Background: an optimization exercise with open tools, aiming at small area and few clock cycles per item. Do not read the settings as production practice.
In this exercise RTL edits were held to simulation tests only and were not proved equivalent to the original.
No activity file was given, so power comes from the tool's default toggle rates.

Setup of amber:
// pedal_noise_and_drift_monitor
module pedal_noise_and_drift_monitor #(
    parameter int unsigned TRAVEL_MAX = 1023
) (
    input  logic                          aclk,
    input  logic                          aresetn,
    input  logic                          s_valid,
    output logic                          s_ready,
    input  logic [52:0]                   s_data,
    output logic                          m_valid,
    input  logic                          m_ready,
    output logic [8:0]                    m_data,
    input  logic                          psel,
    input  logic                          penable,
    input  logic                          pwrite,
    input  logic [pndm_pkg::PADDR_W-1:0]  paddr,
    input  logic [31:0]                   pwdata,
    output logic [31:0]                   prdata,
    output logic                          pready
);
clock: 12.0 ns
lec_check: 0
abc_area: 1
cap_margin: 20
core_margin: 2
core_utilization: 80
slew_margin: 20
synth_hierarchical: 1
standard.sh (not shown) runs the stock make flow with config.mk's settings and CLKGATE_MAP_FILE= SYNTH_SCRIPT=/design/flow/synth_recipe.tcl, a recipe that flattens the netlist after the stock synthesis.
==> flow/flow/run.sh <==
#!/bin/bash
# Layout flow: the standard ORFS flow, with smaller port buffers and a
# clock tree without dummy loads. Each step's output goes to a log of its own.
set -euo pipefail
bash standard.sh synth > synth.log 2>&1
bash standard.sh \
    "BUFFER_PORTS_ARGS=-buffer_cell sky130_fd_sc_hd__buf_1" \
    "CTS_ARGS=-sink_clustering_enable -repair_clock_nets -dont_use_dummy_load -root_buf sky130_fd_sc_hd__clkbuf_8 -buf_list sky130_fd_sc_hd__clkbuf_4 -sink_clustering_size 8 -sink_clustering_max_diameter 80" \
    RECOVER_POWER=100 \
    finish > layout.log 2>&1
amber had finished all stages when the layout checks came back failing, citing capacitance limit, slew limit.
Testbench counts of amber, summed over its fixed seeds: cycles 16,008, items 16,000.
Setup changes, amber to cedar
diff --git a/flow/flow/run.sh b/flow/flow/run.sh
--- a/flow/flow/run.sh
+++ b/flow/flow/run.sh
@@ -7,4 +7,3 @@
     "BUFFER_PORTS_ARGS=-buffer_cell sky130_fd_sc_hd__buf_1" \
     "CTS_ARGS=-sink_clustering_enable -repair_clock_nets -dont_use_dummy_load -root_buf sky130_fd_sc_hd__clkbuf_8 -buf_list sky130_fd_sc_hd__clkbuf_4 -sink_clustering_size 8 -sink_clustering_max_diameter 80" \
-    RECOVER_POWER=100 \
     finish > layout.log 2>&1
==> notes.md <==
- cedar has completed all stages; timing, DRC and antenna checks passed.
- As far as routed via count divided by cell count is concerned, amber and cedar perform about the same.
- Any difference in design area between amber and cedar is small enough to ignore.
- Between cedar and amber, the core utilization is higher for cedar.
- cedar against amber: area growth from synthesis to layout picked up an extra 0.29 points, total power stayed essentially flat, count of vias placed by the detailed router neither gained nor lost much, wire length barely changed, count of endpoints failing setup in the final report was more or less identical.
- cedar: worst setup slack 0.26 ns above amber
- In terms of effective utilization at floorplan, amber and cedar differ only marginally.
## Diff of input files: delta against cedar
==> flow/flow/run.sh <==
#!/bin/bash
# Layout flow: the standard ORFS flow, with smaller port buffers and a
# clock tree without dummy loads. Each step's output goes to a log of its own.
set -euo pipefail
bash standard.sh synth > synth.log 2>&1
bash standard.sh \
    "BUFFER_PORTS_ARGS=-buffer_cell sky130_fd_sc_hd__buf_1" \
    "CTS_ARGS=-sink_clustering_enable -repair_clock_nets -dont_use_dummy_load -root_buf sky130_fd_sc_hd__clkbuf_8 -buf_list sky130_fd_sc_hd__clkbuf_4 -sink_clustering_size 10 -sink_clustering_max_diameter 80" \
    finish > layout.log 2>&1
### Flow results
The count of vias placed by the detailed router of delta falls short of that of cedar by about 0.45%.
Looking at cedar and delta, the hold slack is a wash.
Against cedar, the final cell area of delta is lower.
Core utilization ends up lower on delta.
In terms of worst stage delay on the critical path, cedar and delta differ only marginally.
As far as die boundary height goes, cedar and delta are indistinguishable; the numbers are identical.
Input changes introduced in fjord (baseline for comparison: delta):
Settings: a change of CORE_UTILIZATION from 80 to 70.
==> flow/flow/run.sh <==
#!/bin/bash
# Layout flow: the standard ORFS flow, with smaller port buffers and a
# clock tree without dummy loads. Each step's output goes to a log of its own.
set -euo pipefail
bash standard.sh synth > synth.log 2>&1
bash standard.sh \
    "BUFFER_PORTS_ARGS=-buffer_cell sky130_fd_sc_hd__buf_1" \
    "CTS_ARGS=-sink_clustering_enable -repair_clock_nets -dont_use_dummy_load -root_buf sky130_fd_sc_hd__clkbuf_8 -buf_list sky130_fd_sc_hd__clkbuf_4 -sink_clustering_size 10 -sink_clustering_max_diameter 35" \
    finish > layout.log 2>&1
## What came out
fjord vs. delta: fraction of power consumed by combinational cells went down by 1.3 points.
~same HPWL reported at the end of detailed placement in fjord and delta
Per the comparison of fjord with delta, global routing met1 resource utilization shrank by 6.0 points, cell area reported after detailed placement held steady, critical path depth shrank by 4.5%, total placed cells including tap cells grew by about 0.6%, total power grew by about 3.3%.
What maple does differently from fjord at the input level:
Settings: swapping 70 for 80 in CORE_UTILIZATION.
==> flow/flow/run.sh <==
#!/bin/bash
# Layout flow: the standard ORFS flow, with smaller port buffers and a
# clock tree without dummy loads. Each step's output goes to a log of its own.
set -euo pipefail
bash standard.sh synth > synth.log 2>&1
bash standard.sh \
    "BUFFER_PORTS_ARGS=-buffer_cell sky130_fd_sc_hd__buf_1" \
    "CTS_ARGS=-sink_clustering_enable -repair_clock_nets -dont_use_dummy_load -root_buf sky130_fd_sc_hd__clkbuf_8 -buf_list sky130_fd_sc_hd__clkbuf_4 -sink_clustering_size 9 -sink_clustering_max_diameter 60" \
    finish > layout.log 2>&1
[summary]
maple ran to completion and came out clean on the timing, DRC and antenna checks. Comparing total detailed-routing wirelength for maple and fjord, the smaller number came from fjord. When the final numbers for maple and fjord were put side by side, the clock-buffer cell count turned out to be smaller in maple. Per the comparison of maple with fjord, clock share of power down 1.6 points; wire length on met2 increased about 3.7%; post-layout total power lost about 1.4%. Diff fjord -> maple | die area | down by more than 10%. maple vs fjord — total net switching power climbed slightly. The total iterations of the first detailed-routing run reported for maple is smaller than that of fjord by 2. Register clock-pin slew on the reported worst setup and hold paths was lower in the run labelled fjord.

==> what the ideal ports hide <==
Ports are ideal in the flow. The routed layouts listed here were re-timed in OpenROAD. Step 1: set_driving_cell puts a clkbuf_16 on aclk and a buf_2 on each other input, an assumption about the parent block. Step 2 times the ports against the registers' clock, not the clock port: input delays grow and output delays shrink by t, the midpoint of the rising clock arrivals with the driver on. Slacks: ideal ports / drivers / drivers and shift; pairs: ideal ports / drivers.
| run | shift t [ns] | setup WS [ns] | hold WS [ns] | worst setup path at the end | pins driven straight from the clock port |
|---|---|---|---|---|---|
| amber | 0.569 | 1.120 / 1.138 / 0.570 | 0.464 / 0.464 / 0.464 | input to register | 1 |
| cedar | 0.576 | 1.382 / 1.400 / 0.824 | 0.464 / 0.464 / 0.464 | input to register | 1 |
| delta | 0.596 | 1.321 / 1.341 / 0.745 | 0.466 / 0.466 / 0.466 | input to register | 1 |
| fjord | 0.573 | 1.170 / 1.193 / 0.620 | 0.460 / 0.460 / 0.460 | input to register | 1 |
| maple | 0.556 | 1.348 / 1.367 / 0.810 | 0.465 / 0.465 / 0.465 | input to register | 1 |
The setup slack of delta, which loses most, moves by +0.020 ns with the drivers and by -0.576 ns with both steps.
